Context: an optimization exercise on an open-source flow, tuned for small area, a short achievable clock period and few clock cycles per item. The choices shown serve that exercise and are no tape-out recipe. Only simulation tests tie the RTL to the original design; equivalence was not proved.

<file path="config.mk">
export PLATFORM = sky130hd
export DESIGN_NAME = fp_mul_sched_top
export DESIGN_NICKNAME = fp_mul_sched_top
export VERILOG_FILES = /design/flow/design.v
export SDC_FILE = /design/flow/constraint.sdc
export NUM_CORES = 4
export LEC_CHECK = 0
export CAP_MARGIN = 20
export CORE_MARGIN = 2
export CORE_UTILIZATION = 40
export SLEW_MARGIN = 20
</file>
<file path="constraint.sdc">
create_clock -name core_clock -period 10.5 [get_ports {clk}]
set_input_delay 2.1000 -clock core_clock [delete_from_list [all_inputs] [get_ports {clk}]]
set_output_delay 2.1000 -clock core_clock [all_outputs]
set_load 0.01 [all_outputs]
</file>
<file path="design.v">
package fp_mul_pkg;
    localparam int FP_EXP_DEF  = 8;
    localparam int FP_MAN_DEF  = 23;
    localparam int FP_BIAS_DEF = 2 ** (FP_EXP_DEF - 1) - 1;
    localparam int FLAGS_W     = 5;
    typedef enum logic [1:0] {
        IDLE = 2'd0,
        MUL  = 2'd1,
        RESP = 2'd2
    } state_e;
    typedef struct packed {
        logic inf;
        logic nan;
        logic zero;
        logic overflow;
        logic underflow;
    } flags_t;
    function automatic flags_t flags_clear();
        flags_clear = 5'b00000;
    endfunction
endpackage
import fp_mul_pkg::*;
module fp_mul_pipe
#(
    parameter int EXP  = FP_EXP_DEF,
    parameter int MAN  = FP_MAN_DEF,
    parameter int BITS = MAN + EXP + 1,
    parameter int BIAS = 2 ** (EXP - 1) - 1,
    parameter int LAT  = 2
) (
    input  logic            clk,
    input  logic            reset_n,
    input  logic            in_valid_i,
    input  logic [BITS-1:0] x_i,
    input  logic [BITS-1:0] y_i,
    output logic            out_valid_o,
    output logic [BITS-1:0] data_o,
    output logic [FLAGS_W-1:0] flags_o
);
    localparam int EW = EXP + 2;
    localparam int PW = 2 * (MAN + 1);
    localparam logic [EXP-1:0]       EXP_MAX = '1;
    localparam logic signed [EW-1:0] BIAS_S  = EW'(BIAS);
    localparam int F_INF = 4, F_NAN = 3, F_ZERO = 2, F_OVF = 1, F_UNF = 0;
    logic                 x_sign, y_sign;
    logic [EXP-1:0]       x_exp, y_exp;
    logic [MAN-1:0]       x_man, y_man;
    logic [PW-1:0]        prod;
    logic                 norm;
    logic [MAN-1:0]       man_c;
    logic signed [EW-1:0] exp_c;
    logic [BITS-1:0]      data_c;
    logic [FLAGS_W-1:0]   flags_c;    
    assign {x_sign, x_exp, x_man} = x_i;
    assign {y_sign, y_exp, y_man} = y_i;
    always_comb begin
        flags_c = '0;
        prod    = {{(MAN + 1){1'b0}}, 1'b1, x_man} * {{(MAN + 1){1'b0}}, 1'b1, y_man};
        norm    = prod[PW-1];
        man_c   = norm ? MAN'(prod >> (MAN + 1)) : MAN'(prod >> MAN);
        exp_c   = $signed({2'b00, x_exp}) + $signed({2'b00, y_exp}) - BIAS_S
                + $signed({{(EW - 1){1'b0}}, norm});
        data_c  = {x_sign ^ y_sign, exp_c[EXP-1:0], man_c};
        if (x_exp == '0 || y_exp == '0) begin
            flags_c[F_ZERO] = 1'b1;
        end else if ((x_exp == EXP_MAX && x_man != '0) || (y_exp == EXP_MAX && y_man != '0)) begin
            flags_c[F_NAN] = 1'b1;
        end else if (x_exp == EXP_MAX || y_exp == EXP_MAX) begin
            flags_c[F_INF] = 1'b1;
        end else if (exp_c[EW-1] || exp_c == '0) begin
            flags_c[F_UNF] = 1'b1;
        end else if (exp_c >= $signed({2'b00, EXP_MAX})) begin
            flags_c[F_OVF] = 1'b1;
        end
        if (flags_c[F_ZERO] || flags_c[F_UNF]) begin
            data_c = '0;
        end else if (flags_c[F_NAN] || flags_c[F_INF] || flags_c[F_OVF]) begin
            data_c = {1'b0, EXP_MAX, {MAN{1'b0}}};
        end
    end
    logic   [LAT-1:0]           vld_q;
    logic   [LAT-1:0][BITS-1:0] data_q;
    logic   [LAT-1:0][FLAGS_W-1:0]  flags_q;
    always_ff @(posedge clk or negedge reset_n) begin
        if (!reset_n) begin
            vld_q   <= '0;
            data_q  <= '0;
            flags_q <= '0;
        end else begin
            vld_q[0]   <= in_valid_i;
            data_q[0]  <= data_c;
            flags_q[0] <= flags_c;
            for (int i = 1; i < LAT; i++) begin
                vld_q[i]   <= vld_q[i-1];
                data_q[i]  <= data_q[i-1];
                flags_q[i] <= flags_q[i-1];
            end
        end
    end
    assign out_valid_o = vld_q[LAT-1];
    assign data_o      = data_q[LAT-1];
    assign flags_o     = flags_q[LAT-1];
endmodule
import fp_mul_pkg::*;
module fp_mul_sched
#(
    parameter int EXP  = FP_EXP_DEF,
    parameter int MAN  = FP_MAN_DEF,
    parameter int BITS = MAN + EXP + 1,
    parameter int BIAS = 2 ** (EXP - 1) - 1,
    parameter int NREQ = 4,
    parameter int LAT  = 2,
    localparam int IDW = (NREQ > 1) ? $clog2(NREQ) : 1
) (
    input  logic                      clk,
    input  logic                      reset_n,
    input  logic [NREQ-1:0]           req_valid,
    input  logic [NREQ-1:0][BITS-1:0] req_x,
    input  logic [NREQ-1:0][BITS-1:0] req_y,
    output logic [NREQ-1:0]           req_ready,
    output logic                      res_valid,
    input  logic                      res_ready,
    output logic [IDW-1:0]            res_id,
    output logic [BITS-1:0]           res_data,
    output logic [FLAGS_W-1:0]        res_flags,
    output logic                      busy
);
    fp_mul_pkg::state_e          state_q, state_d;
    logic [IDW-1:0]  last_q, last_d;
    logic [IDW-1:0]  id_q, id_d;
    logic [BITS-1:0] x_q, x_d;
    logic [BITS-1:0] y_q, y_d;
    logic            issued_q, issued_d;
    logic [BITS-1:0] data_q, data_d;
    logic [FLAGS_W-1:0] flags_q, flags_d;
    logic            grant_found;
    logic [IDW-1:0]  grant_idx;
    logic [IDW-1:0]  cand;
    logic            mul_start;
    logic            pipe_valid;
    logic [BITS-1:0] pipe_data;
    logic [FLAGS_W-1:0] pipe_flags;
    always_comb begin
        grant_found = 1'b0;
        grant_idx   = '0;
        cand        = last_q;
        for (int i = 0; i < NREQ; i++) begin
            cand = (cand == IDW'(NREQ - 1)) ? '0 : cand + 1'b1;
            if (!grant_found && req_valid[cand]) begin
                grant_found = 1'b1;
                grant_idx   = cand;
            end
        end
    end
    always_comb begin
        state_d   = state_q;
        last_d    = last_q;
        id_d      = id_q;
        x_d       = x_q;
        y_d       = y_q;
        issued_d  = issued_q;
        data_d    = data_q;
        flags_d   = flags_q;
        req_ready = '0;
        mul_start = 1'b0;
        unique case (state_q)
            IDLE: begin
                if (grant_found) begin
                    req_ready[grant_idx] = 1'b1;
                    last_d   = grant_idx;
                    id_d     = grant_idx;
                    x_d      = req_x[grant_idx];
                    y_d      = req_y[grant_idx];
                    issued_d = 1'b0;
                    state_d  = MUL;
                end
            end
            MUL: begin
                if (!issued_q) begin
                    mul_start = 1'b1;
                    issued_d  = 1'b1;
                end
                if (pipe_valid) begin
                    data_d  = pipe_data;
                    flags_d = pipe_flags;
                    state_d = RESP;
                end
            end
            RESP: begin
                if (res_ready) begin
                    state_d = IDLE;
                end
            end
            default: state_d = IDLE;
        endcase
    end
    always_ff @(posedge clk or negedge reset_n) begin
        if (!reset_n) begin
            state_q  <= IDLE;
            last_q   <= IDW'(NREQ - 1);
            id_q     <= '0;
            x_q      <= '0;
            y_q      <= '0;
            issued_q <= 1'b0;
            data_q   <= '0;
            flags_q  <= '0;
        end else begin
            state_q  <= state_d;
            last_q   <= last_d;
            id_q     <= id_d;
            x_q      <= x_d;
            y_q      <= y_d;
            issued_q <= issued_d;
            data_q   <= data_d;
            flags_q  <= flags_d;
        end
    end
    fp_mul_pipe #(
        .EXP  (EXP),
        .MAN  (MAN),
        .BITS (BITS),
        .BIAS (BIAS),
        .LAT  (LAT)
    ) u_pipe (
        .clk         (clk),
        .reset_n     (reset_n),
        .in_valid_i  (mul_start),
        .x_i         (x_q),
        .y_i         (y_q),
        .out_valid_o (pipe_valid),
        .data_o      (pipe_data),
        .flags_o     (pipe_flags)
    );
    assign res_valid = (state_q == RESP);
    assign res_id    = id_q;
    assign res_data  = data_q;
    assign res_flags = flags_q;
    assign busy      = (state_q != IDLE);
endmodule
module fp_mul_sched_top (
    input  logic         clk,
    input  logic         reset_n,
    input  logic [3:0]   req_valid,
    input  logic [127:0] req_x,
    input  logic [127:0] req_y,
    output logic [3:0]   req_ready,
    output logic         res_valid,
    input  logic         res_ready,
    output logic [1:0]   res_id,
    output logic [31:0]  res_data,
    output logic [4:0]   res_flags,
    output logic         busy
);
    fp_mul_sched #(
        .EXP  (8),
        .MAN  (23),
        .NREQ (4),
        .LAT  (2)
    ) u_sched (
        .clk       (clk),
        .reset_n   (reset_n),
        .req_valid (req_valid),
        .req_x     (req_x),
        .req_y     (req_y),
        .req_ready (req_ready),
        .res_valid (res_valid),
        .res_ready (res_ready),
        .res_id    (res_id),
        .res_data  (res_data),
        .res_flags (res_flags),
        .busy      (busy)
    );
endmodule
</file>
<file path="run.sh">
#!/bin/bash
# synth_recipe.tcl (not shown) runs the flow's synth.tcl, then flattens the netlist and writes it again
# the make line also repeats each setting of config.mk as NAME=value (left out here)
make -C /OpenROAD-flow-scripts/flow DESIGN_CONFIG=/design/flow/config.mk WORK_HOME=/design/flow/orfs CLKGATE_MAP_FILE= SYNTH_SCRIPT=/design/flow/synth_recipe.tcl finish
</file>
==> run summary <==
-- worst paths after layout --
path | to | slack (ns) | depth (start not counted)
max in group asynchronous | u_sched.y_q[3]$_DFFE_PN0P_ | 7.39 | 2
min in group asynchronous | u_sched.id_q[0]$_DFFE_PN0P_ | 1.72 | 1
hold / removal | u_sched.u_pipe.data_q[45]$_DFF_PN0_ | 0.34 | 0
hold reg to reg | u_sched.u_pipe.data_q[45]$_DFF_PN0_ | 0.34 | 0
setup reg to reg | u_sched.u_pipe.data_q[8]$_DFF_PN0_ | 0.42 | 33
setup / recovery | u_sched.u_pipe.data_q[8]$_DFF_PN0_ | 0.42 | 33
-- cells in the final DEF (no fill, tap or decap), types with 4 or more instances in the layout --
cell,Yosys,final
xnor2_1,12,12
a21o_1,26,26
o221ai_1,13,13
nand3_1,52,52
clkinv_8,0,4
a211oi_1,9,9
dfrtp_1,182,165
nand2b_1,5,5
a22oi_1,13,13
fa_1,482,482
mux2_2,37,37
nor3_1,15,14
a21oi_1,45,45
a221o_1,24,24
clkbuf_16,0,17
o21a_1,10,10
nand2_1,536,534
inv_8,0,4
a311oi_1,5,5
a31oi_1,5,5
clkdlybuf4s50_1,0,306
nor2_1,76,74
nand4_1,20,20
o21bai_1,5,5
buf_4,1,96
o21ai_0,114,114
nor4_1,20,20
or3_1,5,5
o211ai_1,10,10
inv_1,569,569
or2_2,5,5
and2_1,218,217
dfrtp_2,0,17
mux2i_1,44,44
ha_1,185,185
nor2b_1,5,5
o31ai_1,5,5
xor2_1,13,13
-- routing by layer --
metal,share of wire,wire length (um)
met1,0.38,34900
met2,0.50,45200
met3,0.065,5950
met4,0.052,4700
met5,0.00097,88
-- metrics by stage --
| stage | std cells |
|---|---|
| after detailed placement | 4086 |
| after floorplan | 2960 |
| final | 4121 |
| after global routing | 4119 |
| after CTS | 4118 |
| after global placement | 4086 |
-- layout make-up --
| class | instances | area, um2 | share of cell area |
|---|---|---|---|
| multi-input cells | 2050 | 19600 | 0.613 |
| clock buffers | 18 | 429 | 0.0134 |
| diodes | 2 | 5.00 | 0.000157 |
| inverters | 573 | 2150 | 0.0675 |
| repair buffers | 407 | 3860 | 0.121 |
| clock inverters | 14 | 169 | 0.00529 |
| flip-flops and latches | 184 | 4630 | 0.145 |
| well taps | 873 | 1090 | 0.0342 |
-- registers in the layout (all words and copies together) (netlist names) --
signal	flops
u_sched.data_q	32
u_sched.flags_q	5
u_sched.id_q	2
u_sched.issued_q	1
u_sched.last_q	2
u_sched.state_q	2
u_sched.u_pipe.data_q	64
u_sched.u_pipe.flags_q	10
u_sched.u_pipe.vld_q	2
u_sched.x_q	32
u_sched.y_q	32
-- cells by family (layout without fill, tap and decap cells) --
kind of cell             Yosys count  in the layout
adder cells (fa/ha/maj)          667            667
multiplexers                      81             81
XOR/XNOR                          25             25
other                              0              2
flip-flops                       184            184
buffers and inverters            726           1012
AO/OA/AOI/OAI                    305            305
AND/OR/NAND/NOR                  972            972
-- critical path, delay by kind of cell (launching register included) --
family,cells,cell delay (ns)
AOI/OAI and AO/OA,6,1.56
DFF,1,0.61
buffers and inverters,7,1.00
adders and majority gates,10,4.59
and+or+nand+nor,9,2.06
xor gates and xnor gates,1,0.11
-- repair_timing --
| item | CTS | global route |
|---|---|---|
| hold endpoints to repair | 0 | 0 |
| setup buffers | 0 | 1 |
| setup endpoints to repair | 0 | 16 |
| resized for setup | 0 | 20 |
==> metrics.yaml <==
status: "complete, no violations"
relSlewSlack: 0.320
critPathMaxFanout: 13
std_cell_rows: 95
async_flop_share: 1.00
syn_area_per_cell_um2: 9.08
endpoint_kind: "flip-flop"
coreArea_um2: 66800
num_vias: 21800
crit_arrival_ns: 10.41
place_congestion: 1.04
nets: 4163
fin_crit_sh: 0.960
cts_buffers: 17
max_freq_ghz: 0.0992
fillCellCount: 6380
dpl_cell_area_um2: 31300
dpl_worst_slack_ns: 0.347
fin_hold_ws_ns: 0.343
clock_latency_ns: 0.51
grt.total_usage: 0.268
finalHoldViolations: 0
stdcell_area_um2: 31900
crit_type: "flip-flop to flip-flop"
final-max-slew-violation-count: 0
dp_hpwl_um: 75100
period_minus_slack_ns: 10.08
met2_usage: 0.465
layout-drive-gt1-share: 0.0628
final_util: 0.478
cp-startpoint: "u_sched.x_q[7]$_DFFE_PN0P_"
synth_top_area_frac: 0.359
synth_fp_nets: 3890
ys.flop_type: "dfrtp_1"
worst_slack_ns: 0.422
cpPeakStageDelay_ns: 0.61
grt_pass1_vias: 23800
synth_fa_ha_area_frac: 0.445
wl_per_cell_um: 22.1
wirelength_um: 90900
grt_max_degree: 111
cp_slowest_cell: "dfrtp_1"
area_growth_pct: 18.7
ant_nets: 0
required_ns: 10.83
syn-cell-area_um2: 26900
first_pass_iters: 5
clockBufferDepth: 2
gr-total-overflow: 0
synthMuxAreaShare: 0.0319
ys_seq_area_frac: 0.171
skew_ns: 0.0332
hp-start: "u_sched.u_pipe.data_q[13]$_DFF_PN0_"
holdCritPathClass: "flip-flop to flip-flop"
die_area_um2: 69300
antenna_found_initial: 9
synthCells: 2960
dieHeight_um: 263
cp-start-kind: "flip-flop"
routed_via_density: 5.30
die_w_um: 263
busiest_layer: "met2"
ys_seq_elements: 184
cts_root_buffer: "clkbuf_16"
setup-tns-final_ns: 0
synth_edf_count: 0
synth-xor-area-share: 0.00814
grt_use_met3: 0.0508
yosysMostFrequentCell: "inv_1"
crit_path_frequent_cell: "fa_1"
synth_top_area_cell: "fa_1"
rsz0062_at_grt: "no"
worst_pin_slew_ns: 1.02
grt_first_pass_wirelength_um: 139000
ios: 308
clk_pin_slew_ns: 0.08
use_met1: 0.320
drc: 0
synth_top_family_by_area: "adder cells"
maxCapViolCount: 0
synth_compound_area_frac: 0.0746
dr.first_iter.drc_count: 1384
yosysWarningCount: 2
synthSimpleGateAreaFrac: 0.167
r2r-start: "u_sched.x_q[7]$_DFFE_PN0P_"
synth_area_leaders: "fa_1 36%, dfrtp_1 17%, ha_1 8.6%, inv_1 7.9%, nand2_1 7.5%"
synth.distinct_cells: 62
htreeDepth: 4
setup_viol: 0
synth_commonest_cells: "569 x inv_1, 536 x nand2_1, 482 x fa_1"
place.port_buffers: 307
cts.sinks: 184
start_util: 0.402
cts_tree: "yes"
hold_buffers: 0
Testbench counts, summed over its fixed seeds: cycles 10,240, items 2,048.

re-timing with driven ports:
In the flow no input, the clock included, has a driving cell. The finished layout below was timed again as built, in two steps. Step 1 assumes that a clkbuf_16 drives the clock port and a buf_2 every other input. Step 2 times the ports against the registers' clock, not the clock port: input delays grow and output delays shrink by t, the midpoint of the rising clock arrivals with the driver on. Three values: ideal, step 1, step 2; two values: the first two.
t, ns: 0.553
setup slack, ns: 0.422 / 0.422 / 0.422
hold WS [ns]: 0.343 / 0.343 / 0.343
worst slew at a driven data input, ns: 0.10
pins driven straight from the clock port: 1
After both steps this run still meets setup and hold. For this run, drivers alone change the setup slack by 0.000 ns; drivers and shift together by 0.000 ns.
